Source: an optimization exercise on an open RTL-to-GDS flow (aim: small area, a short achievable clock period and few clock cycles). Production flows keep margins and buffers that such runs may drop.
In this exercise RTL edits were held to simulation tests only and were not proved equivalent to the original.
No activity file was given, so power comes from the tool's default toggle rates.

[flow/run.sh]
#!/bin/bash
# The standard layout with three changes to how it is made:
#  - after the standard synthesis, OpenROAD's restructure re-maps the combinational
#    logic for area (registers are left as synthesis made them);
#  - the smallest buffer on each port instead of the default delay-cell buffer;
#  - timing repair aiming 5.5 ns below the clock period.
# Each tool writes its full output to a log of its own in this folder.
set -euo pipefail
export BUFFER_PORTS_ARGS="-buffer_cell sky130_fd_sc_hd__buf_1"
export SETUP_SLACK_MARGIN=5.5
bash standard.sh synth > standard_synth.log 2>&1
R=orfs/results/${FLOW_PLATFORM}/keyword_source_lexer/base
P=${FLOW_HOME}/platforms/${FLOW_PLATFORM}
LIB=${P}/lib/sky130_fd_sc_hd__tt_025C_1v80.lib
DONT_USE=$(sed -n '/^export DONT_USE_CELLS/,/^$/p' "${P}/config.mk" | grep -o 'sky130_fd_sc_hd__[A-Za-z0-9_]*' | tr '\n' ' ')
mkdir -p rmp_work
# restructure maps to every cell of the liberty file it is given: give it one without
# the platform's don't-use cells
python3 flow/libfilter.py "${LIB}" rmp_lib.lib ${DONT_USE} > libfilter.log 2>&1
cat > restructure.tcl <<EOT
read_lef ${P}/lef/sky130_fd_sc_hd.tlef
read_lef ${P}/lef/sky130_fd_sc_hd_merged.lef
read_liberty ${LIB}
read_db ${R}/1_synth.odb
read_sdc ${R}/1_synth.sdc
foreach c {${DONT_USE}} { set_dont_use [get_lib_cells */\$c] }
puts "before"
report_design_area
restructure -target area -liberty_file rmp_lib.lib -tielo_port sky130_fd_sc_hd__conb_1/LO -tiehi_port sky130_fd_sc_hd__conb_1/HI -work_dir rmp_work
puts "after"
report_design_area
write_db ${R}/1_synth.odb
EOT
openroad -no_init -exit restructure.tcl > restructure.log 2>&1
touch ${R}/1_synth.sdc
bash standard.sh finish > standard_finish.log 2>&1
[constraint.sdc]
create_clock -name core_clock -period 8.5 [get_ports {clock}]
set_input_delay 1.7000 -clock core_clock [delete_from_list [all_inputs] [get_ports {clock}]]
set_output_delay 1.7000 -clock core_clock [all_outputs]
set_load 0.01 [all_outputs]
[flow/libfilter.py]
#!/usr/bin/env python3
# Copies a liberty file without the cells named on the command line.
# usage: libfilter.py IN OUT CELL...
import re
import sys

src, dst, drop = sys.argv[1], sys.argv[2], set(sys.argv[3:])
text = open(src).read()
out = []
pos = 0
pat = re.compile(r'\n(\s*)cell\s*\(\s*"?([A-Za-z0-9_]+)"?\s*\)\s*\{')
while True:
    m = pat.search(text, pos)
    if not m:
        out.append(text[pos:])
        break
    out.append(text[pos:m.start()])
    depth, i = 1, m.end()
    while depth:
        ch = text[i]
        if ch == '{':
            depth += 1
        elif ch == '}':
            depth -= 1
        i += 1
    if m.group(2) not in drop:
        out.append(text[m.start():i])
    pos = i
open(dst, 'w').write(''.join(out))
[design.v]
`default_nettype none
module ksl_front (
   input  wire logic         clock,
   input  wire logic         reset,
   input  wire logic         req_valid,
   output logic              req_stall,
   input  wire logic [8:0]   req_data,
   input  wire logic         csr_we,
   input  wire logic [16:0]  csr_wdata,
   input  wire logic         room,
   input  wire logic [15:0]  last_index,
   output logic              push,
   output logic [45:0]       push_w
);
   localparam logic [5:0] KIND_IDENT   = 6'd31;
   localparam logic [5:0] KIND_NUMBER  = 6'd32;
   localparam logic [5:0] KIND_STRING  = 6'd33;
   localparam logic [5:0] KIND_END     = 6'd57;
   localparam logic [2:0] LM_IDLE   = 3'd0;
   localparam logic [2:0] LM_IDENT  = 3'd1;
   localparam logic [2:0] LM_NUMBER = 3'd2;
   localparam logic [2:0] LM_STRING = 3'd3;
   localparam logic [2:0] LM_LINE   = 3'd4;
   localparam logic [2:0] LM_BLOCK  = 3'd5;
   localparam logic [2:0] LM_PEND   = 3'd6;
   localparam logic [2:0] PD_SLASH = 3'd0;
   localparam logic [2:0] PD_EQ    = 3'd1;
   localparam logic [2:0] PD_BANG  = 3'd2;
   localparam logic [2:0] PD_LT    = 3'd3;
   localparam logic [2:0] PD_GT    = 3'd4;
   localparam logic [2:0] PD_MINUS = 3'd5;
   function automatic logic [9:0] kw_first(input logic [7:0] ch);
      logic [9:0] r;
      logic        hit;
      r   = '0;
      hit = 1'b0;
      r   = r | ({10{ch == 8'd97}} & 10'd339);
      hit = hit | (ch == 8'd97);
      r   = r | ({10{ch == 8'd99}} & 10'd385);
      hit = hit | (ch == 8'd99);
      r   = r | ({10{ch == 8'd100}} & 10'd293);
      hit = hit | (ch == 8'd100);
      r   = r | ({10{ch == 8'd101}} & 10'd558);
      hit = hit | (ch == 8'd101);
      r   = r | ({10{ch == 8'd102}} & 10'd274);
      hit = hit | (ch == 8'd102);
      r   = r | ({10{ch == 8'd103}} & 10'd69);
      hit = hit | (ch == 8'd103);
      r   = r | ({10{ch == 8'd104}} & 10'd143);
      hit = hit | (ch == 8'd104);
      r   = r | ({10{ch == 8'd105}} & 10'd174);
      hit = hit | (ch == 8'd105);
      r   = r | ({10{ch == 8'd107}} & 10'd581);
      hit = hit | (ch == 8'd107);
      r   = r | ({10{ch == 8'd108}} & 10'd841);
      hit = hit | (ch == 8'd108);
      r   = r | ({10{ch == 8'd109}} & 10'd47);
      hit = hit | (ch == 8'd109);
      r   = r | ({10{ch == 8'd111}} & 10'd422);
      hit = hit | (ch == 8'd111);
      r   = r | ({10{ch == 8'd114}} & 10'd9);
      hit = hit | (ch == 8'd114);
      r   = r | ({10{ch == 8'd117}} & 10'd782);
      hit = hit | (ch == 8'd117);
      r   = r | ({10{ch == 8'd119}} & 10'd360);
      hit = hit | (ch == 8'd119);
      kw_first = hit ? r : 10'd992;
   endfunction
   function automatic logic [4:0] kw_exp(input logic [8:0] kn);
      logic [4:0] r;
      logic        hit;
      r   = '0;
      hit = 1'b0;
      r   = r | ({5{kn == 9'd1}} & 5'd14);
      hit = hit | (kn == 9'd1);
      r   = r | ({5{kn == 9'd2}} & 5'd7);
      hit = hit | (kn == 9'd2);
      r   = r | ({5{kn == 9'd17}} & 5'd4);
      hit = hit | (kn == 9'd17);
      r   = r | ({5{kn == 9'd18}} & 5'd21);
      hit = hit | (kn == 9'd18);
      r   = r | ({5{kn == 9'd19}} & 5'd12);
      hit = hit | (kn == 9'd19);
      r   = r | ({5{kn == 9'd20}} & 5'd5);
      hit = hit | (kn == 9'd20);
      r   = r | ({5{kn == 9'd33}} & 5'd14);
      hit = hit | (kn == 9'd33);
      r   = r | ({5{kn == 9'd34}} & 5'd5);
      hit = hit | (kn == 9'd34);
      r   = r | ({5{kn == 9'd35}} & 5'd18);
      hit = hit | (kn == 9'd35);
      r   = r | ({5{kn == 9'd36}} & 5'd1);
      hit = hit | (kn == 9'd36);
      r   = r | ({5{kn == 9'd37}} & 5'd20);
      hit = hit | (kn == 9'd37);
      r   = r | ({5{kn == 9'd38}} & 5'd15);
      hit = hit | (kn == 9'd38);
      r   = r | ({5{kn == 9'd39}} & 5'd18);
      hit = hit | (kn == 9'd39);
      r   = r | ({5{kn == 9'd40}} & 5'd19);
      hit = hit | (kn == 9'd40);
      r   = r | ({5{kn == 9'd49}} & 5'd12);
      hit = hit | (kn == 9'd49);
      r   = r | ({5{kn == 9'd50}} & 5'd1);
      hit = hit | (kn == 9'd50);
      r   = r | ({5{kn == 9'd51}} & 5'd20);
      hit = hit | (kn == 9'd51);
      r   = r | ({5{kn == 9'd52}} & 5'd9);
      hit = hit | (kn == 9'd52);
      r   = r | ({5{kn == 9'd53}} & 5'd15);
      hit = hit | (kn == 9'd53);
      r   = r | ({5{kn == 9'd54}} & 5'd14);
      hit = hit | (kn == 9'd54);
      r   = r | ({5{kn == 9'd55}} & 5'd19);
      hit = hit | (kn == 9'd55);
      r   = r | ({5{kn == 9'd65}} & 5'd13);
      hit = hit | (kn == 9'd65);
      r   = r | ({5{kn == 9'd66}} & 5'd15);
      hit = hit | (kn == 9'd66);
      r   = r | ({5{kn == 9'd67}} & 5'd13);
      hit = hit | (kn == 9'd67);
      r   = r | ({5{kn == 9'd68}} & 5'd15);
      hit = hit | (kn == 9'd68);
      r   = r | ({5{kn == 9'd69}} & 5'd18);
      hit = hit | (kn == 9'd69);
      r   = r | ({5{kn == 9'd70}} & 5'd16);
      hit = hit | (kn == 9'd70);
      r   = r | ({5{kn == 9'd71}} & 5'd8);
      hit = hit | (kn == 9'd71);
      r   = r | ({5{kn == 9'd72}} & 5'd9);
      hit = hit | (kn == 9'd72);
      r   = r | ({5{kn == 9'd73}} & 5'd19);
      hit = hit | (kn == 9'd73);
      r   = r | ({5{kn == 9'd74}} & 5'd13);
      hit = hit | (kn == 9'd74);
      r   = r | ({5{kn == 9'd97}} & 5'd20);
      hit = hit | (kn == 9'd97);
      r   = r | ({5{kn == 9'd98}} & 5'd5);
      hit = hit | (kn == 9'd98);
      r   = r | ({5{kn == 9'd99}} & 5'd7);
      hit = hit | (kn == 9'd99);
      r   = r | ({5{kn == 9'd100}} & 5'd5);
      hit = hit | (kn == 9'd100);
      r   = r | ({5{kn == 9'd101}} & 5'd18);
      hit = hit | (kn == 9'd101);
      r   = r | ({5{kn == 9'd102}} & 5'd19);
      hit = hit | (kn == 9'd102);
      r   = r | ({5{kn == 9'd103}} & 5'd31);
      hit = hit | (kn == 9'd103);
      r   = r | ({5{kn == 9'd104}} & 5'd13);
      hit = hit | (kn == 9'd104);
      r   = r | ({5{kn == 9'd105}} & 5'd15);
      hit = hit | (kn == 9'd105);
      r   = r | ({5{kn == 9'd106}} & 5'd4);
      hit = hit | (kn == 9'd106);
      r   = r | ({5{kn == 9'd113}} & 5'd20);
      hit = hit | (kn == 9'd113);
      r   = r | ({5{kn == 9'd114}} & 5'd9);
      hit = hit | (kn == 9'd114);
      r   = r | ({5{kn == 9'd115}} & 5'd15);
      hit = hit | (kn == 9'd115);
      r   = r | ({5{kn == 9'd116}} & 5'd14);
      hit = hit | (kn == 9'd116);
      r   = r | ({5{kn == 9'd117}} & 5'd1);
      hit = hit | (kn == 9'd117);
      r   = r | ({5{kn == 9'd118}} & 5'd12);
      hit = hit | (kn == 9'd118);
      r   = r | ({5{kn == 9'd119}} & 5'd19);
      hit = hit | (kn == 9'd119);
      r   = r | ({5{kn == 9'd129}} & 5'd5);
      hit = hit | (kn == 9'd129);
      r   = r | ({5{kn == 9'd130}} & 5'd5);
      hit = hit | (kn == 9'd130);
      r   = r | ({5{kn == 9'd131}} & 5'd31);
      hit = hit | (kn == 9'd131);
      r   = r | ({5{kn == 9'd132}} & 5'd13);
      hit = hit | (kn == 9'd132);
      r   = r | ({5{kn == 9'd133}} & 5'd15);
      hit = hit | (kn == 9'd133);
      r   = r | ({5{kn == 9'd134}} & 5'd4);
      hit = hit | (kn == 9'd134);
      r   = r | ({5{kn == 9'd135}} & 5'd21);
      hit = hit | (kn == 9'd135);
      r   = r | ({5{kn == 9'd136}} & 5'd12);
      hit = hit | (kn == 9'd136);
      r   = r | ({5{kn == 9'd137}} & 5'd5);
      hit = hit | (kn == 9'd137);
      r   = r | ({5{kn == 9'd145}} & 5'd6);
      hit = hit | (kn == 9'd145);
      r   = r | ({5{kn == 9'd146}} & 5'd9);
      hit = hit | (kn == 9'd146);
      r   = r | ({5{kn == 9'd147}} & 5'd14);
      hit = hit | (kn == 9'd147);
      r   = r | ({5{kn == 9'd148}} & 5'd5);
      hit = hit | (kn == 9'd148);
      r   = r | ({5{kn == 9'd177}} & 5'd5);
      hit = hit | (kn == 9'd177);
      r   = r | ({5{kn == 9'd178}} & 5'd18);
      hit = hit | (kn == 9'd178);
      r   = r | ({5{kn == 9'd179}} & 5'd5);
      hit = hit | (kn == 9'd179);
      r   = r | ({5{kn == 9'd193}} & 5'd19);
      hit = hit | (kn == 9'd193);
      r   = r | ({5{kn == 9'd194}} & 5'd5);
      hit = hit | (kn == 9'd194);
      r   = r | ({5{kn == 9'd225}} & 5'd3);
      hit = hit | (kn == 9'd225);
      r   = r | ({5{kn == 9'd226}} & 5'd21);
      hit = hit | (kn == 9'd226);
      r   = r | ({5{kn == 9'd227}} & 5'd18);
      hit = hit | (kn == 9'd227);
      r   = r | ({5{kn == 9'd228}} & 5'd19);
      hit = hit | (kn == 9'd228);
      r   = r | ({5{kn == 9'd229}} & 5'd9);
      hit = hit | (kn == 9'd229);
      r   = r | ({5{kn == 9'd230}} & 5'd22);
      hit = hit | (kn == 9'd230);
      r   = r | ({5{kn == 9'd231}} & 5'd5);
      hit = hit | (kn == 9'd231);
      r   = r | ({5{kn == 9'd241}} & 5'd24);
      hit = hit | (kn == 9'd241);
      r   = r | ({5{kn == 9'd242}} & 5'd5);
      hit = hit | (kn == 9'd242);
      r   = r | ({5{kn == 9'd243}} & 5'd4);
      hit = hit | (kn == 9'd243);
      r   = r | ({5{kn == 9'd244}} & 5'd31);
      hit = hit | (kn == 9'd244);
      r   = r | ({5{kn == 9'd245}} & 5'd16);
      hit = hit | (kn == 9'd245);
      r   = r | ({5{kn == 9'd246}} & 5'd15);
      hit = hit | (kn == 9'd246);
      r   = r | ({5{kn == 9'd247}} & 5'd9);
      hit = hit | (kn == 9'd247);
      r   = r | ({5{kn == 9'd248}} & 5'd14);
      hit = hit | (kn == 9'd248);
      r   = r | ({5{kn == 9'd249}} & 5'd20);
      hit = hit | (kn == 9'd249);
      r   = r | ({5{kn == 9'd257}} & 5'd18);
      hit = hit | (kn == 9'd257);
      r   = r | ({5{kn == 9'd258}} & 5'd16);
      hit = hit | (kn == 9'd258);
      r   = r | ({5{kn == 9'd259}} & 5'd8);
      hit = hit | (kn == 9'd259);
      r   = r | ({5{kn == 9'd260}} & 5'd9);
      hit = hit | (kn == 9'd260);
      r   = r | ({5{kn == 9'd261}} & 5'd19);
      hit = hit | (kn == 9'd261);
      r   = r | ({5{kn == 9'd262}} & 5'd13);
      hit = hit | (kn == 9'd262);
      r   = r | ({5{kn == 9'd273}} & 5'd4);
      hit = hit | (kn == 9'd273);
      r   = r | ({5{kn == 9'd274}} & 5'd15);
      hit = hit | (kn == 9'd274);
      r   = r | ({5{kn == 9'd275}} & 5'd13);
      hit = hit | (kn == 9'd275);
      r   = r | ({5{kn == 9'd276}} & 5'd15);
      hit = hit | (kn == 9'd276);
      r   = r | ({5{kn == 9'd277}} & 5'd18);
      hit = hit | (kn == 9'd277);
      r   = r | ({5{kn == 9'd278}} & 5'd16);
      hit = hit | (kn == 9'd278);
      r   = r | ({5{kn == 9'd279}} & 5'd8);
      hit = hit | (kn == 9'd279);
      r   = r | ({5{kn == 9'd280}} & 5'd9);
      hit = hit | (kn == 9'd280);
      r   = r | ({5{kn == 9'd281}} & 5'd19);
      hit = hit | (kn == 9'd281);
      r   = r | ({5{kn == 9'd282}} & 5'd13);
      hit = hit | (kn == 9'd282);
      r   = r | ({5{kn == 9'd289}} & 5'd18);
      hit = hit | (kn == 9'd289);
      r   = r | ({5{kn == 9'd290}} & 5'd14);
      hit = hit | (kn == 9'd290);
      r   = r | ({5{kn == 9'd291}} & 5'd5);
      hit = hit | (kn == 9'd291);
      r   = r | ({5{kn == 9'd292}} & 5'd12);
      hit = hit | (kn == 9'd292);
      r   = r | ({5{kn == 9'd305}} & 5'd1);
      hit = hit | (kn == 9'd305);
      r   = r | ({5{kn == 9'd306}} & 5'd7);
      hit = hit | (kn == 9'd306);
      r   = r | ({5{kn == 9'd307}} & 5'd5);
      hit = hit | (kn == 9'd307);
      r   = r | ({5{kn == 9'd321}} & 5'd13);
      hit = hit | (kn == 9'd321);
      r   = r | ({5{kn == 9'd322}} & 5'd16);
      hit = hit | (kn == 9'd322);
      r   = r | ({5{kn == 9'd323}} & 5'd15);
      hit = hit | (kn == 9'd323);
      r   = r | ({5{kn == 9'd324}} & 5'd19);
      hit = hit | (kn == 9'd324);
      r   = r | ({5{kn == 9'd325}} & 5'd5);
      hit = hit | (kn == 9'd325);
      r   = r | ({5{kn == 9'd337}} & 5'd16);
      hit = hit | (kn == 9'd337);
      r   = r | ({5{kn == 9'd338}} & 5'd12);
      hit = hit | (kn == 9'd338);
      r   = r | ({5{kn == 9'd339}} & 5'd25);
      hit = hit | (kn == 9'd339);
      r   = r | ({5{kn == 9'd353}} & 5'd16);
      hit = hit | (kn == 9'd353);
      r   = r | ({5{kn == 9'd369}} & 5'd12);
      hit = hit | (kn == 9'd369);
      r   = r | ({5{kn == 9'd370}} & 5'd4);
      hit = hit | (kn == 9'd370);
      r   = r | ({5{kn == 9'd385}} & 5'd6);
      hit = hit | (kn == 9'd385);
      r   = r | ({5{kn == 9'd386}} & 5'd15);
      hit = hit | (kn == 9'd386);
      r   = r | ({5{kn == 9'd387}} & 5'd12);
      hit = hit | (kn == 9'd387);
      r   = r | ({5{kn == 9'd388}} & 5'd4);
      hit = hit | (kn == 9'd388);
      r   = r | ({5{kn == 9'd401}} & 5'd12);
      hit = hit | (kn == 9'd401);
      r   = r | ({5{kn == 9'd402}} & 5'd9);
      hit = hit | (kn == 9'd402);
      r   = r | ({5{kn == 9'd403}} & 5'd13);
      hit = hit | (kn == 9'd403);
      r   = r | ({5{kn == 9'd404}} & 5'd9);
      hit = hit | (kn == 9'd404);
      r   = r | ({5{kn == 9'd405}} & 5'd20);
      hit = hit | (kn == 9'd405);
      r   = r | ({5{kn == 9'd417}} & 5'd13);
      hit = hit | (kn == 9'd417);
      r   = r | ({5{kn == 9'd418}} & 5'd9);
      hit = hit | (kn == 9'd418);
      r   = r | ({5{kn == 9'd419}} & 5'd20);
      hit = hit | (kn == 9'd419);
      r   = r | ({5{kn == 9'd433}} & 5'd12);
      hit = hit | (kn == 9'd433);
      r   = r | ({5{kn == 9'd434}} & 5'd20);
      hit = hit | (kn == 9'd434);
      r   = r | ({5{kn == 9'd435}} & 5'd5);
      hit = hit | (kn == 9'd435);
      r   = r | ({5{kn == 9'd436}} & 5'd18);
      hit = hit | (kn == 9'd436);
      r   = r | ({5{kn == 9'd449}} & 5'd13);
      hit = hit | (kn == 9'd449);
      r   = r | ({5{kn == 9'd450}} & 5'd2);
      hit = hit | (kn == 9'd450);
      r   = r | ({5{kn == 9'd451}} & 5'd4);
      hit = hit | (kn == 9'd451);
      r   = r | ({5{kn == 9'd452}} & 5'd1);
      hit = hit | (kn == 9'd452);
      r   = r | ({5{kn == 9'd465}} & 5'd20);
      hit = hit | (kn == 9'd465);
      r   = r | ({5{kn == 9'd466}} & 5'd8);
      hit = hit | (kn == 9'd466);
      r   = r | ({5{kn == 9'd481}} & 5'd9);
      hit = hit | (kn == 9'd481);
      r   = r | ({5{kn == 9'd482}} & 5'd20);
      hit = hit | (kn == 9'd482);
      r   = r | ({5{kn == 9'd483}} & 5'd9);
      hit = hit | (kn == 9'd483);
      r   = r | ({5{kn == 9'd484}} & 5'd1);
      hit = hit | (kn == 9'd484);
      r   = r | ({5{kn == 9'd485}} & 5'd12);
      hit = hit | (kn == 9'd485);
      kw_exp = hit ? r : 5'd0;
   endfunction
   function automatic logic [9:0] kw_alt(input logic [16:0] knc);
      logic [9:0] r;
      logic        hit;
      r   = '0;
      hit = 1'b0;
      r   = r | ({10{knc == 17'd41328}} & 10'd688);
      hit = hit | (knc == 17'd41328);
      r   = r | ({10{knc == 17'd49519}} & 10'd653);
      hit = hit | (knc == 17'd49519);
      r   = r | ({10{knc == 17'd82540}} & 10'd809);
      hit = hit | (knc == 17'd82540);
      r   = r | ({10{knc == 17'd33129}} & 10'd504);
      hit = hit | (knc == 17'd33129);
      r   = r | ({10{knc == 17'd33135}} & 10'd748);
      hit = hit | (knc == 17'd33135);
      r   = r | ({10{knc == 17'd62060}} & 10'd884);
      hit = hit | (knc == 17'd62060);
      r   = r | ({10{knc == 17'd20845}} & 10'd609);
      hit = hit | (knc == 17'd20845);
      r   = r | ({10{knc == 17'd21097}} & 10'd980);
      hit = hit | (knc == 17'd21097);
      r   = r | ({10{knc == 17'd21108}} & 10'd197);
      hit = hit | (knc == 17'd21108);
      r   = r | ({10{knc == 17'd106849}} & 10'd909);
      hit = hit | (knc == 17'd106849);
      r   = r | ({10{knc == 17'd4449}} & 10'd720);
      hit = hit | (knc == 17'd4449);
      r   = r | ({10{knc == 17'd4722}} & 10'd528);
      hit = hit | (knc == 17'd4722);
      r   = r | ({10{knc == 17'd353}} & 10'd244);
      hit = hit | (knc == 17'd353);
      r   = r | ({10{knc == 17'd357}} & 10'd108);
      hit = hit | (knc == 17'd357);
      r   = r | ({10{knc == 17'd12899}} & 10'd469);
      hit = hit | (knc == 17'd12899);
      r   = r | ({10{knc == 17'd45417}} & 10'd948);
      hit = hit | (knc == 17'd45417);
      kw_alt = hit ? r : 10'd992;
   endfunction
   function automatic logic [5:0] single_kind(input logic [7:0] ch);
      logic [5:0] r;
      r = '0;
      r = r | ({6{ch == 8'h2b}} & 6'd39);    
      r = r | ({6{ch == 8'h2a}} & 6'd42);    
      r = r | ({6{ch == 8'h25}} & 6'd44);    
      r = r | ({6{ch == 8'h28}} & 6'd45);    
      r = r | ({6{ch == 8'h29}} & 6'd46);    
      r = r | ({6{ch == 8'h7b}} & 6'd47);    
      r = r | ({6{ch == 8'h7d}} & 6'd48);    
      r = r | ({6{ch == 8'h2c}} & 6'd49);    
      r = r | ({6{ch == 8'h3b}} & 6'd50);    
      r = r | ({6{ch == 8'h3a}} & 6'd53);    
      r = r | ({6{ch == 8'h5b}} & 6'd54);    
      r = r | ({6{ch == 8'h5d}} & 6'd55);    
      r = r | ({6{ch == 8'h2e}} & 6'd56);    
      single_kind = r;
   endfunction
   localparam int CL_W = 11;
   localparam int CL_WORD  = 10;    
   localparam int CL_ALPHA = 9;     
   localparam int CL_DIGIT = 8;
   localparam int CL_QUOTE = 7;
   localparam int CL_NL    = 6;
   localparam int CL_SLASH = 5;
   localparam int CL_STAR  = 4;
   localparam int CL_EQ    = 3;
   localparam int CL_GT    = 2;
   localparam int CL_PEND  = 1;     
   localparam int CL_OP    = 0;     
   function automatic logic [3:0] class_code(input logic [7:0] ch);
      logic alpha, digit;
      alpha = ((ch >= "a") && (ch <= "z")) || ((ch >= "A") && (ch <= "Z")) || (ch == "_");
      digit = (ch >= "0") && (ch <= "9");
      class_code = 4'b1100;
      if (alpha) class_code = 4'b0000;
      if (digit) class_code = 4'b0001;
      if (ch == "/") class_code = 4'b0100;
      if (ch == "=") class_code = 4'b0101;
      if (ch == ">") class_code = 4'b0110;
      if ((ch == "!") || (ch == "<") || (ch == "-")) class_code = 4'b0111;
      if (single_kind(ch) != 6'd0) class_code = 4'b1000;
      if (ch == "*") class_code = 4'b1001;
      if (ch == "\"") class_code = 4'b1101;
      if (ch == 8'd10) class_code = 4'b1110;
   endfunction
   function automatic logic [CL_W-1:0] classes(input logic [3:0] cc);
      classes = {cc[3:2] == 2'b00, cc[3:2] == 2'b00 && !cc[0], cc[3:2] == 2'b00 && cc[0],
                 cc == 4'b1101, cc == 4'b1110, cc == 4'b0100, cc == 4'b1001,
                 cc == 4'b0101, cc == 4'b0110, cc[3:2] == 2'b01, cc[3:2] == 2'b10};
   endfunction
   function automatic logic [15:0] cap4_of(input logic [16:0] l);
      if (l[16]) begin
         cap4_of = 16'd65531;
      end else if (l[15:0] == 16'd0) begin
         cap4_of = 16'hfffc;
      end else begin
         cap4_of = l[15:0] - 16'd5;
      end
   endfunction
   logic              in_v;
   logic [7:0]        c;
   logic              eot;
   logic [3:0]        cc;
   logic [CL_W-1:0]   cl;
   logic              b_v;
   logic [8:0]        b_data;
   logic [8:0]        src;
   logic              load_a;
   logic [2:0]   mode_ff, mode_in;
   logic [2:0]   pend_ff, pend_in;
   logic         star_ff, star_in;
   logic [15:0]  start_ff, start_in;
   logic [5:0]   len_ff, len_in;
   logic [4:0]   kw_ff, kw_in;
   logic [4:0]   kwe_ff, kwe_in;      
   logic [16:0]  pos_ff, pos_in;
   logic         zero_ff, zero_in;    
   logic [15:0]  cnt;                 
   logic         ovf_ff, ovf_in;      
   logic         near_ff, near_in;    
   logic         far_ff, far_in;      
   logic [15:0]  cap4_ff;             
   logic [15:0]  cap4_w;
   logic [2:0]   c_pend;
   logic [5:0]   c_kind, two_kind, flush_kind, flush_len;
   logic         flush_emits;
   assign c_kind   = single_kind(c);
   assign cl       = classes(cc);
   assign cap4_w   = cap4_of(csr_wdata);
   logic         w_cap0, w_cap1, w_cap2;
   assign w_cap0   = (csr_wdata[16:1] == 16'd0);
   assign w_cap1   = (csr_wdata == 17'd2);
   assign w_cap2   = (csr_wdata == 17'd3);
   assign cnt      = zero_ff ? 16'd0 : last_index + 16'd1;
   logic         kw_hit;
   logic [9:0]   kw_f, kw_a;
   assign kw_hit = (c[4:0] == kwe_ff) && c[6] && (c[5] || (kwe_ff == 5'd31));
   assign kw_f   = kw_first(c);
   assign kw_a   = kw_alt({kw_ff, len_ff[3:0], c});
   always_comb begin
      c_pend = PD_SLASH;
      if (c == "=") c_pend = PD_EQ;
      if (c == "!") c_pend = PD_BANG;
      if (c == "<") c_pend = PD_LT;
      if (c == ">") c_pend = PD_GT;
      if (c == "-") c_pend = PD_MINUS;
   end
   always_comb begin
      two_kind = 6'd0;
      if (cl[CL_EQ]) begin
         if (pend_ff == PD_EQ)   two_kind = 6'd34;
         if (pend_ff == PD_BANG) two_kind = 6'd35;
         if (pend_ff == PD_LT)   two_kind = 6'd36;
         if (pend_ff == PD_GT)   two_kind = 6'd37;
      end else if (cl[CL_GT] && (pend_ff == PD_MINUS)) begin
         two_kind = 6'd41;
      end
   end
   always_comb begin
      flush_emits = 1'b1;
      flush_len   = len_ff;
      flush_kind  = 6'd0;
      if (mode_ff == LM_IDENT) begin
         flush_kind = (kwe_ff != 5'd0) ? KIND_IDENT : {1'b0, kw_ff};
      end else if (mode_ff == LM_NUMBER) begin
         flush_kind = KIND_NUMBER;
      end else if (mode_ff == LM_STRING) begin
         flush_kind = KIND_STRING;
      end else if (mode_ff == LM_PEND) begin
         flush_len = 6'd1;
         if (pend_ff == PD_SLASH) flush_kind = 6'd43;
         if (pend_ff == PD_EQ)    flush_kind = 6'd38;
         if (pend_ff == PD_LT)    flush_kind = 6'd51;
         if (pend_ff == PD_GT)    flush_kind = 6'd52;
         if (pend_ff == PD_MINUS) flush_kind = 6'd40;
         flush_emits = (pend_ff != PD_BANG);
      end else begin
         flush_emits = 1'b0;
      end
   end
   logic         emit, split, step, take;
   logic [5:0]   w_kind, w_len;
   logic [15:0]  w_start;
   logic         w_ovf, w_last, w_end;
   always_comb begin
      logic do_flush, do_start;
      mode_in  = mode_ff;
      pos_in   = pos_ff;
      emit     = 1'b0;
      split    = 1'b0;
      w_end    = 1'b0;
      w_kind   = flush_kind;
      w_start  = ((mode_ff == LM_STRING) && (len_ff == 6'd0)) ? pos_ff[15:0] : start_ff;
      w_len    = flush_len;
      w_ovf    = 1'b0;
      do_flush = 1'b0;
      do_start = 1'b0;
      if (eot) begin
         mode_in = LM_IDLE;
         emit    = 1'b1;
         if (!ovf_ff && flush_emits) begin
            split = 1'b1;
         end else begin
            w_end   = 1'b1;
            w_kind  = KIND_END;
            w_start = pos_ff[15:0];
            w_len   = 6'd0;
            w_ovf   = ovf_ff;
            pos_in  = '0;
         end
      end else if (!ovf_ff && !pos_ff[16]) begin
         pos_in = pos_ff + 17'd1;
         case (mode_ff)
            LM_IDENT: begin
               if (!cl[CL_WORD]) begin
                  do_flush = 1'b1;
                  do_start = 1'b1;
               end
            end
            LM_NUMBER: begin
               if (!cl[CL_DIGIT]) begin
                  do_flush = 1'b1;
                  do_start = 1'b1;
               end
            end
            LM_STRING: begin
               if (cl[CL_QUOTE]) do_flush = 1'b1;
            end
            LM_LINE: begin
               if (cl[CL_NL]) mode_in = LM_IDLE;
            end
            LM_BLOCK: begin
               if (star_ff && cl[CL_SLASH]) mode_in = LM_IDLE;
            end
            LM_PEND: begin
               if ((pend_ff == PD_SLASH) && cl[CL_SLASH]) begin
                  mode_in = LM_LINE;
               end else if ((pend_ff == PD_SLASH) && cl[CL_STAR]) begin
                  mode_in = LM_BLOCK;
               end else if (two_kind != 6'd0) begin
                  mode_in = LM_IDLE;
                  emit    = 1'b1;
                  w_kind  = two_kind;
                  w_len   = 6'd2;
               end else begin
                  do_flush = 1'b1;
                  do_start = 1'b1;
               end
            end
            default: begin
               mode_in  = LM_IDLE;
               do_start = 1'b1;
            end
         endcase
         if (do_flush) begin
            mode_in = LM_IDLE;
            if (flush_emits) begin
               emit = 1'b1;
               if (do_start && !near_ff && cl[CL_OP]) begin
                  split  = 1'b1;
                  pos_in = pos_ff;
               end else if (near_ff) begin
                  do_start = 1'b0;
               end
            end
         end
         if (do_start && !split) begin
            if (cl[CL_ALPHA]) begin
               mode_in  = LM_IDENT;
            end else if (cl[CL_DIGIT]) begin
               mode_in  = LM_NUMBER;
            end else if (cl[CL_QUOTE]) begin
               mode_in  = LM_STRING;
            end else if (cl[CL_PEND]) begin
               mode_in  = LM_PEND;
            end else if (cl[CL_OP]) begin
               emit    = 1'b1;
               w_kind  = c_kind;
               w_start = pos_ff[15:0];
               w_len   = 6'd1;
            end
         end
      end
      w_last = !split;
      step   = in_v && room;
      take   = step && !split;
      push   = in_v && emit && room;
   end
   assign push_w    = {w_kind, cnt, w_start, w_len, w_ovf, w_last};
   logic  tok_cont;
   assign tok_cont = ((mode_ff == LM_IDENT) && cl[CL_WORD]) || ((mode_ff == LM_NUMBER) && cl[CL_DIGIT]) ||
                     ((mode_ff == LM_STRING) && !cl[CL_QUOTE]);
   always_comb begin
      pend_in  = c_pend;
      star_in  = (mode_ff == LM_BLOCK) && cl[CL_STAR];
      start_in = pos_ff[15:0];
      len_in   = cl[CL_QUOTE] ? 6'd0 : 6'd1;
      kw_in    = kw_f[9:5];
      kwe_in   = kw_f[4:0];
      if (tok_cont) begin
         len_in = (len_ff == 6'd63) ? len_ff : len_ff + 6'd1;
      end
      if (tok_cont && !((mode_ff == LM_STRING) && (len_ff == 6'd0))) begin
         start_in = start_ff;
      end
      if (mode_ff == LM_IDENT) begin
         kw_in  = kw_hit ? kw_ff : kw_a[9:5];
         kwe_in = kw_hit ? ((len_ff[5:4] == 2'b00) ? kw_exp({kw_ff, len_ff[3:0]}) : 5'd0) : kw_a[4:0];
      end
      if (pos_ff[16]) begin
         pend_in  = pend_ff;
         start_in = start_ff;
         len_in   = len_ff;
         kw_in    = kw_ff;
         kwe_in   = kwe_ff;
      end
   end
   logic  in_v_in, b_v_in, eot_in, stall_ff;
   assign load_a    = !in_v || take;
   assign src       = b_v ? b_data : req_data;
   assign req_stall = stall_ff;
   always_comb begin
      in_v_in = in_v;
      b_v_in  = b_v;
      eot_in  = eot;
      if (load_a) begin
         in_v_in = b_v || (req_valid && !req_stall);
         b_v_in  = 1'b0;
         eot_in  = src[0];
      end else if (req_valid && !req_stall) begin
         b_v_in  = 1'b1;
      end
   end
   always_ff @(posedge clock) begin
      if (reset) begin
         in_v     <= 1'b0;
         b_v      <= 1'b0;
         stall_ff <= 1'b0;
      end else begin
         in_v     <= in_v_in;
         b_v      <= b_v_in;
         stall_ff <= b_v_in || (in_v_in && eot_in);
      end
      eot <= eot_in;
      if (load_a) begin
         c  <= src[8:1];
         cc <= class_code(src[8:1]);
      end
      if (!req_stall) begin
         b_data <= req_data;
      end
   end
   always_comb begin
      zero_in = zero_ff;
      ovf_in  = ovf_ff;
      near_in = near_ff;
      far_in  = far_ff;
      if (push && w_end) begin
         zero_in = 1'b1;
         ovf_in  = csr_we ? w_cap0 : (cap4_ff == 16'hfffc);
         near_in = csr_we ? w_cap1 : (cap4_ff == 16'hfffd);
         far_in  = csr_we ? w_cap2 : (cap4_ff == 16'hfffe);
      end else if (push) begin
         zero_in = 1'b0;
         ovf_in  = near_ff;
         near_in = far_ff;
         far_in  = zero_ff ? (cap4_ff == 16'hffff) : (last_index == cap4_ff);
      end else if (csr_we && !in_v && !b_v) begin
         ovf_in  = w_cap0;
         near_in = w_cap1;
         far_in  = w_cap2;
      end
   end
   always_ff @(posedge clock) begin
      if (reset) begin
         mode_ff <= LM_IDLE;
         pos_ff  <= '0;
         zero_ff <= 1'b1;
         ovf_ff  <= 1'b0;
         near_ff <= 1'b0;
         far_ff  <= 1'b0;
         cap4_ff <= 16'd1019;
      end else begin
         if (csr_we) cap4_ff <= cap4_w;
         zero_ff <= zero_in;
         ovf_ff  <= ovf_in;
         near_ff <= near_in;
         far_ff  <= far_in;
         if (step) begin
            mode_ff <= mode_in;
            pos_ff  <= pos_in;
         end
      end
   end
   always_ff @(posedge clock) begin
      if (step) begin
         pend_ff  <= pend_in;
         star_ff  <= star_in;
         start_ff <= start_in;
         len_ff   <= len_in;
         kw_ff    <= kw_in;
         kwe_ff   <= kwe_in;
      end
   end
endmodule
`default_nettype wire
`default_nettype none
module ksl_tokq (
   input  wire logic          clock,
   input  wire logic          reset,
   input  wire logic          push,
   input  wire logic [45:0]   push_w,
   output logic              room,
   output logic              rsp_valid,
   input  wire logic          rsp_stall,
   output logic [45:0]       rsp_data
);
   logic         v_ff;
   logic [45:0]  w_ff;
   assign rsp_valid = v_ff;
   assign rsp_data  = w_ff;
   assign room      = !v_ff || !rsp_stall;
   always_ff @(posedge clock) begin
      if (reset) begin
         v_ff <= 1'b0;
      end else if (room) begin
         v_ff <= push;
      end
      if (push) begin
         w_ff[39:24] <= push_w[39:24];
      end
      if (room) begin
         w_ff[45:40] <= push_w[45:40];
         w_ff[23:0]  <= push_w[23:0];
      end
   end
endmodule
`default_nettype wire
`default_nettype none
module keyword_source_lexer #(
   parameter int MAX_TEXT_LEN = 65536
) (
   input  wire logic         clock,
   input  wire logic         reset,
   input  wire logic         req_valid,
   output logic             req_stall,
   input  wire logic [8:0]   req_data,
   output logic             rsp_valid,
   input  wire logic         rsp_stall,
   output logic [45:0]      rsp_data,
   input  wire logic         csr_we,
   input  wire logic [16:0]  csr_wdata
);
   logic         room;
   logic         push;
   logic [45:0]  push_w;
   ksl_front u_front (
      .clock     (clock),
      .reset     (reset),
      .req_valid (req_valid),
      .req_stall (req_stall),
      .req_data  (req_data),
      .csr_we    (csr_we),
      .csr_wdata (csr_wdata),
      .room      (room),
      .last_index(rsp_data[39:24]),
      .push      (push),
      .push_w    (push_w)
   );
   ksl_tokq u_tokq (
      .clock     (clock),
      .reset     (reset),
      .push      (push),
      .push_w    (push_w),
      .room      (room),
      .rsp_valid (rsp_valid),
      .rsp_stall (rsp_stall),
      .rsp_data  (rsp_data)
   );
endmodule
`default_nettype wire
[standard.sh]
#!/bin/bash
# synth_recipe.tcl (not shown) runs the flow's synth.tcl, then flattens the netlist and writes it again
# the make line also repeats each setting of config.mk as NAME=value (left out here)
make -C /OpenROAD-flow-scripts/flow DESIGN_CONFIG=/design/flow/config.mk WORK_HOME=/design/flow/orfs CLKGATE_MAP_FILE= SYNTH_SCRIPT=/design/flow/synth_recipe.tcl "${@:-finish}"
[config.mk]
export PLATFORM = sky130hd
export DESIGN_NAME = keyword_source_lexer
export DESIGN_NICKNAME = keyword_source_lexer
export VERILOG_FILES = /design/flow/design.v
export SDC_FILE = /design/flow/constraint.sdc
export NUM_CORES = 4
export LEC_CHECK = 0
export ABC_AREA = 1
export CAP_MARGIN = 20
export CORE_MARGIN = 2
export CORE_UTILIZATION = 40
export CTS_BUF_LIST = sky130_fd_sc_hd__clkbuf_8
export SLEW_MARGIN = 20
==> out/metrics.yaml, run 1 <==
run_status:
  status: "no timing/DRC/antenna violations"
routing:
  via_per_inst: 6.14
  vias: 10700
  met2_length_mm: 16.1
  totalWireLength_mm: 35.7
  top_layer_used: "met4"
  ant_nets: 0
  wl_per_cell_um: 20.4
  dr.pass1.iters: 5
  drt-initial-drc-count: 1083
  wl_met3_mm: 2.91
  route.detailed.drc: 0
  m1WireLength_mm: 15.4
finish:
  area_delta_synth_final_pct: 38.4
  antennaDiodeCount: 0
  drive_above_1_share: 0.301
  nNetsFinal: 1445
  fill_cells: 2131
die:
  rows: 56
  start_util: 0.406
  dieWidth_um: 158
  core_area_mm2: 0.0233
  die_height_um: 158
  io_pins: 79
  fp.dieArea_mm2: 0.0249
timing:
  fin_crit_sh: 0.434
  setup_ws_ps: 4820
  worstMarginPinSlew_ps: 868
  finalHoldViolCount: 0
  fmax_ghz: 0.271
  clock_skew_ps: 15.0
  setup_viol: 0
  timing.slew.headroom: 0.414
  tns_ps: 0
  slew_viol_final: 0
  period_needed_ps: 3680
  rsz0062_at_grt: "true"
placed_design:
  gp_congestion: 0.973
  place_ws_ps: 3980
  io_buffers: 78
  dp_hpwl_mm: 23.6
clocking:
  htreeDepth: 4
  root_buffer: "clkbuf_8"
  clock_sinks: 148
  insertion_delay_ps: 460
  cts_hold_buf: 0
  clk_pin_slew_ps: 90
  clock_path_buffers: 2
  cts_tree: "built"
  numCtsBuffers: 17
critical_path:
  critPathMaxFanout: 3
  start_kind: "input pin"
  timing.rr.end: "u_front.kw_ff[0]"
  reg2reg_slack_ps: 5230
  endpoint_kind: "register"
  r2r_start: "u_front.len_ff[0]"
  r2r_cells: 14
  cp_data_arrival_time_ps: 4090
  cp-startpoint: "csr_wdata[0]"
  required_ps: 8910
  path_class: "input pin to register"
worst_hold_path:
  holdPathStages: 0
  hp-start: "u_front.pos_ff[3]"
  hold_class: "register to register"
  worstHoldEndpoint: "u_front.start_ff[3]"
synthesis:
  synthesis.area_mm2: 0.00947
  syn_inst: 1175
  synth.avg_cell_area_um2: 8.06
  syn_nets: 1206
  ys_warn_count: 2
grt:
  grt_pass1_vias: 9673
  grt_pass1_wl_mm: 52.6
  antenna_found_initial: 0
  grt-ovfl-total: 0
  grt_usage: 0.271
  grt_max_degree: 38
power:
  peakVddDrop_v: 0.000115
  leakage_nw: 4.37
  sw_frac_of_total: 0.346
  p_int_mw: 1.38
  p_switching_mw: 0.729
  cellPowerDensity_mw_per_mm2: 161
  p_seq_frac: 0.445
  power_frac_comb: 0.272
  clockPowerShare: 0.282
job:
  drv_cap: 0
-- worst max-delay path, stage by stage --
cell and delay, ps:
buf_6 100, nor2_4 160, nor2b_4 70, nor2_4 130
inv_4 50, nor2_4 80, nand2_2 80, nor2_4 140
inv_4 50, nor2_4 100, inv_4 50, nor2_4 130
inv_4 50, nor2_4 120, nand2_2 70, or2_4 260
nor2_4 140, nand2_4 80, nor2_4 140, clkinv_2 80
o221ai_2 140, o21ai_1 80, nor2_1 80
-- layout make-up --
class                   instances  area, um^2  share of cell area
flip-flops and latches        148        4020               0.306
clock buffers                  17         234              0.0178
repair inverters                3        22.5             0.00172
inverters                     189         858              0.0655
multi-input cells             839        5950               0.454
clock inverters                15         191              0.0146
repair buffers                216        1440               0.109
well taps                     319         399              0.0304
-- per-stage QoR --
stage	power, mW	hold slack (ps)	cell area (um^2)	utilization	std cells
floorplan	1.22	461	9770	-	1175
global placement	1.37	490	10500	0.451	1579
detailed placement	1.37	496	10500	0.451	1579
CTS	2.03	498	12000	0.515	1674
global route	2.21	499	13100	0.562	1746
finish	2.11	488	13100	0.562	1746
-- layer usage --
metal | track usage | vias to the layer above
li1 | - | 4969
met3 | 0.0391 | 112
met2 | 0.416 | 590
met4 | 0.106 | 0
met5 | 0 | -
met1 | 0.383 | 5042
-- how the worst max path moves through the flow --
stage,end,slack (ps),cells past startpoint
after CTS,u_front.cap4_ff[15],4910,23
after global routing,u_front.cap4_ff[15],4650,23
after detailed placement,u_front.cap4_ff[15],3980,23
after global placement,u_front.cap4_ff[15],4050,23
after floorplan,u_front.cap4_ff[15],4420,22
final,u_front.cap4_ff[15],4820,23
-- repair_timing --
item	CTS	global route
setup buffers	62	69
resized for setup	172	153
gates cloned	1	3
pin swaps	34	61
endpoints found under the setup margin	111	83
hold endpoints to repair	0	0
-- power by group through the flow --
stage	Combinational [mW]	Sequential, mW	Clock [mW]
6_report	0.574	0.939	0.596
5_1_grt	0.622	0.951	0.636
4_1_cts	0.475	0.940	0.611
3_5_place_dp	0.413	0.959	0
3_3_place_gp	0.416	0.957	0
2_1_floorplan	0.252	0.964	0
-- flip-flops by register name (all words and copies together), names as in the netlist, 3 cells and up --
name	cells
u_front.cap4_ff	16
u_front.cc	4
u_front.b_data	9
u_front.c	8
u_tokq.w_ff	46
u_front.len_ff	6
u_front.mode_ff	3
u_front.pend_ff	3
u_front.kw_ff	5
u_front.kwe_ff	5
u_front.pos_ff	17
u_front.start_ff	16
-- cell usage in the layout (no fill, tap or decap), types with 17 or more instances in the layout --
master / n
a211oi_1: 18
a21oi_1: 54
a22oi_1: 23
a31oi_1: 19
buf_1: 75
buf_4: 123
clkbuf_8: 17
clkinv_1: 122
clkinv_2: 23
dfxtp_1: 34
edfxtp_1: 103
inv_2: 19
nand2_1: 38
nand2_2: 17
nor2_1: 146
nor2_2: 24
nor2_4: 40
nor3_1: 36
nor3_4: 19
o21ai_0: 70
o221ai_1: 23
o22a_1: 24
o22ai_1: 20
o2bb2ai_1: 18
Testbench counts, summed over its fixed seeds: cycles 148,692.
==> inputs of run 2 (changes only) <==
--- a/flow/run.sh
+++ b/flow/run.sh
@@ -4,9 +4,9 @@
 #    logic for area (registers are left as synthesis made them);
 #  - the smallest buffer on each port instead of the default delay-cell buffer;
-#  - timing repair aiming 5.5 ns below the clock period.
+#  - timing repair aiming 5.75 ns below the clock period.
 # Each tool writes its full output to a log of its own in this folder.
 set -euo pipefail
 export BUFFER_PORTS_ARGS="-buffer_cell sky130_fd_sc_hd__buf_1"
-export SETUP_SLACK_MARGIN=5.5
+export SETUP_SLACK_MARGIN=5.75
 bash standard.sh synth > standard_synth.log 2>&1
 R=orfs/results/${FLOW_PLATFORM}/keyword_source_lexer/base
==> run 2 against run 1 <==
Count of clock-buffer cells in the layout did not move. Fmax rose by 2.5%. Worst hold slack got worse by 12 ps. Final area rose by 20%. Synthesized cell count did not move. Synthesized area did not move. Utilization rose by 11 points. Highest routed layer unchanged. Still clean on timing, DRC and antenna. Power rose by 9.5%.
==> out/metrics.yaml, run 2 <==
routing:
  dr.pass1.iters: 7  # +2
  ant_nets: 0  # unchanged
  totalWireLength_mm: 40.8  # +14%
  route.detailed.drc: 0  # unchanged
  drt-initial-drc-count: 1137  # +5.0%
  vias: 11800  # +10%
  via_per_inst: 6.19  # +0.85%
  wl_per_cell_um: 21.4  # +4.5%
power:
  fin_total_pwr_mw: 2.31  # +9.5%
  leakage_nw: 5.64  # +29%
  peakVddDrop_v: 0.000103  # -9.7%
  cellPowerDensity_mw_per_mm2: 147  # -8.5%
placed_design:
  placed_area_mm2: 0.0108  # +2.9%
  io_buffers: 78  # unchanged
  place_ws_ps: 3990  # +8.67 ps
  dp_cells: 1581  # +0.13%
  dp_hpwl_mm: 23.9  # +1.1%
  gp_congestion: 1.01  # +3.6%
worst_hold_path:
  hold_class: "register to register"
  holdPathStages: 0  # unchanged
  hp-start: "u_front.pos_ff[1]"
  worstHoldEndpoint: "u_front.start_ff[1]"
synthesis:
  ys_warn_count: 2  # unchanged
  syn_inst: 1175  # unchanged
  synth.avg_cell_area_um2: 8.06  # unchanged
  synthesis.area_mm2: 0.00947  # unchanged
  syn_nets: 1206  # unchanged
clocking:
  root_buffer: "clkbuf_8"
  clk_pin_slew_ps: 110  # +20 ps
  htreeDepth: 4  # unchanged
  cts_tree: "built"
  insertion_delay_ps: 470  # about the same
  numCtsBuffers: 17  # unchanged
  clock_sinks: 148  # unchanged
  clock_path_buffers: 2  # unchanged
timing:
  rsz0062_at_grt: "true"
  tns_ps: 0  # unchanged
  slew_viol_final: 0  # unchanged
  timing.slew.headroom: 0.599  # +0.185
  finalHoldViolCount: 0  # unchanged
  fmax_ghz: 0.278  # +2.5%
  whs_ps: 475  # -12.3 ps
  setup_viol: 0  # unchanged
  setup_ws_ps: 4900  # +88.4 ps
  clock_skew_ps: 33.0  # +18.1 ps
  worstMarginPinSlew_ps: 596  # -271 ps
  fin_crit_sh: 0.423  # -0.0104
  period_needed_ps: 3600  # -88.4 ps
critical_path:
  cp_data_arrival_time_ps: 4010  # -80 ps
  r2r_start: "u_front.len_ff[1]"
  endpoint_kind: "register"
  timing.rr.end: "u_front.kw_ff[0]"
  r2r_cells: 14  # unchanged
  start_kind: "input pin"
  path_class: "input pin to register"
  required_ps: 8910  # about the same
  reg2reg_slack_ps: 5230  # about the same
  critPathMaxFanout: 3  # unchanged
die:
  io_pins: 79  # unchanged
  start_util: 0.406  # unchanged
  fp.dieArea_mm2: 0.0249  # unchanged
  core_area_mm2: 0.0233  # unchanged
  die_height_um: 158  # unchanged
  dieWidth_um: 158  # unchanged
  rows: 56  # unchanged
finish:
  fill_cells: 1779  # -17%
  regMostFlops: "u_tokq.w_ff"
  area_delta_synth_final_pct: 65.7
  drive_above_1_share: 0.467  # +0.166
  mostFrequentLayoutCells: "215 x buf_4, 130 x nor2_1, 103 x edfxtp_1"
  final_common_cell: "buf_4"
  finish.instance_area_mm2: 0.0157  # +20%
  reg_top3: "u_tokq.w_ff (46), u_front.pos_ff (17)"
  utilization: 0.672  # +0.111
  largest_reg_flops: 46  # unchanged
  final_cells: 1909  # +9.3%
  nNetsFinal: 1608  # +11%
  antennaDiodeCount: 0  # unchanged
grt:
  grt_pass1_vias: 10700  # +11%
  grt_pass1_wl_mm: 58.9  # +12%
  antenna_found_initial: 0  # unchanged
  grt_max_degree: 25  # -34%
  grt_usage: 0.305  # +0.0345
  grt-ovfl-total: 0  # unchanged
job:
  drv_cap: 0  # unchanged
run_status:
  status: "no timing/DRC/antenna violations"
[run 2: cell types whose count changed in the layout (fill, tap and decap cells not counted), sizes merged]
| cell | change |
|---|---|
| clkinvlp | -2 |
| buf | +146 |
| clkinv | +1 |
| inv | +5 |
| bufinv | -2 |
| clkbuf | +15 |
[run 2: layout make-up]
type / instances / area [um^2] / area share
well taps: 319 / 399 / 0.0254
repair inverters: 5 / 77.6 / 0.00494
clock inverters: 15 / 189 / 0.0120
flip-flops and latches: 148 / 4030 / 0.257
clock buffers: 17 / 234 / 0.0149
inverters: 189 / 948 / 0.0604
multi-input cells: 839 / 6780 / 0.432
repair buffers: 377 / 3030 / 0.193
[run 2: worst max-delay path by stage]
stage | startpoint | end | slack, ps | cells past startpoint
4_1_cts | csr_wdata[1] | u_front.cap4_ff[15] | 4800 | 23
3_3_place_gp | csr_wdata[0] | u_front.cap4_ff[15] | 4060 | 23
6_report | csr_wdata[0] | u_front.cap4_ff[15] | 4900 | 23
2_1_floorplan | csr_wdata[0] | u_front.cap4_ff[15] | 4420 | 22
3_5_place_dp | csr_wdata[0] | u_front.cap4_ff[15] | 3990 | 23
5_1_grt | csr_wdata[0] | u_front.cap4_ff[15] | 4760 | 23
[run 2: worst max-delay path, cell delays in order]
cell and delay [ps]:
buf_8 100, nor2_4 150, nor2b_2 70, nor2_2 130
inv_2 60, nor2_4 90, nand2_2 80, nor2_4 130
inv_4 50, nor2_4 110, inv_4 50, nor2_4 110
inv_4 50, nor2_4 90, nand2_2 60, or2_4 250
nor2_4 120, nand2_2 90, nor2_4 150, inv_4 40
o221ai_2 140, o21ai_1 80, nor2_1 90
[run 2: what timing repair did]
| item | in CTS | in global routing |
|---|---|---|
| cloned | 8 | 0 |
| setup buffers | 200 | 88 |
| hold buffers | 0 | 0 |
| endpoints found under the setup margin | 148 | 145 |
| gates resized for setup | 322 | 230 |
| pin swaps | 82 | 121 |
[run 2: report_power, final]
| group | internal, mW | switching [mW] | leakage, nW | total, mW |
|---|---|---|---|---|
| Clock | 0.252 | 0.339 | 0.209 | 0.590 |
| Combinational | 0.331 | 0.452 | 4.01 | 0.783 |
| Sequential | 0.873 | 0.0631 | 1.42 | 0.936 |
| Total | 1.46 | 0.854 | 5.64 | 2.31 |
[run 2: layer usage]
| metal | routed length [um] | global-route usage | vias up | part of all wire |
|---|---|---|---|---|
| met1 | 16700 | 0.412 | 5657 | 0.41 |
| met4 | 1530 | 0.117 | 0 | 0.038 |
| li1 | - | - | 5292 | - |
| met2 | 19000 | 0.493 | 704 | 0.47 |
| met5 | 0 | 0 | - | 0 |
| met3 | 3580 | 0.0457 | 160 | 0.088 |

[re-timing with driven ports]
No port has a modelled driver above. Below, the same layouts with a new extraction and two added sets of constraints. Step 1 (the two cells are an assumption about what drives the block):
set clk [get_ports {clock}]
set_driving_cell -lib_cell sky130_fd_sc_hd__clkbuf_16 $clk
set_driving_cell -lib_cell sky130_fd_sc_hd__buf_2 [delete_from_list [all_inputs] $clk]
Step 2 moves the port delays by t, midway between the first and last clock arrival at a register: inputs arrive t later, outputs are due t later. That takes back most of the time a late clock gives input paths. a / b / c = ideal / step 1 / step 2; a / b = the first two.
run | t, ns | setup slack, ns | worst setup path at the end
run 1 | 0.495 | 4.815 / 4.817 / 4.322 | input to register
run 2 | 0.502 | 4.904 / 4.900 / 4.398 | input to register
After both steps every run listed still meets setup and hold. For run 2, which loses most, drivers alone change the setup slack by -0.004 ns; drivers and shift together by -0.506 ns.
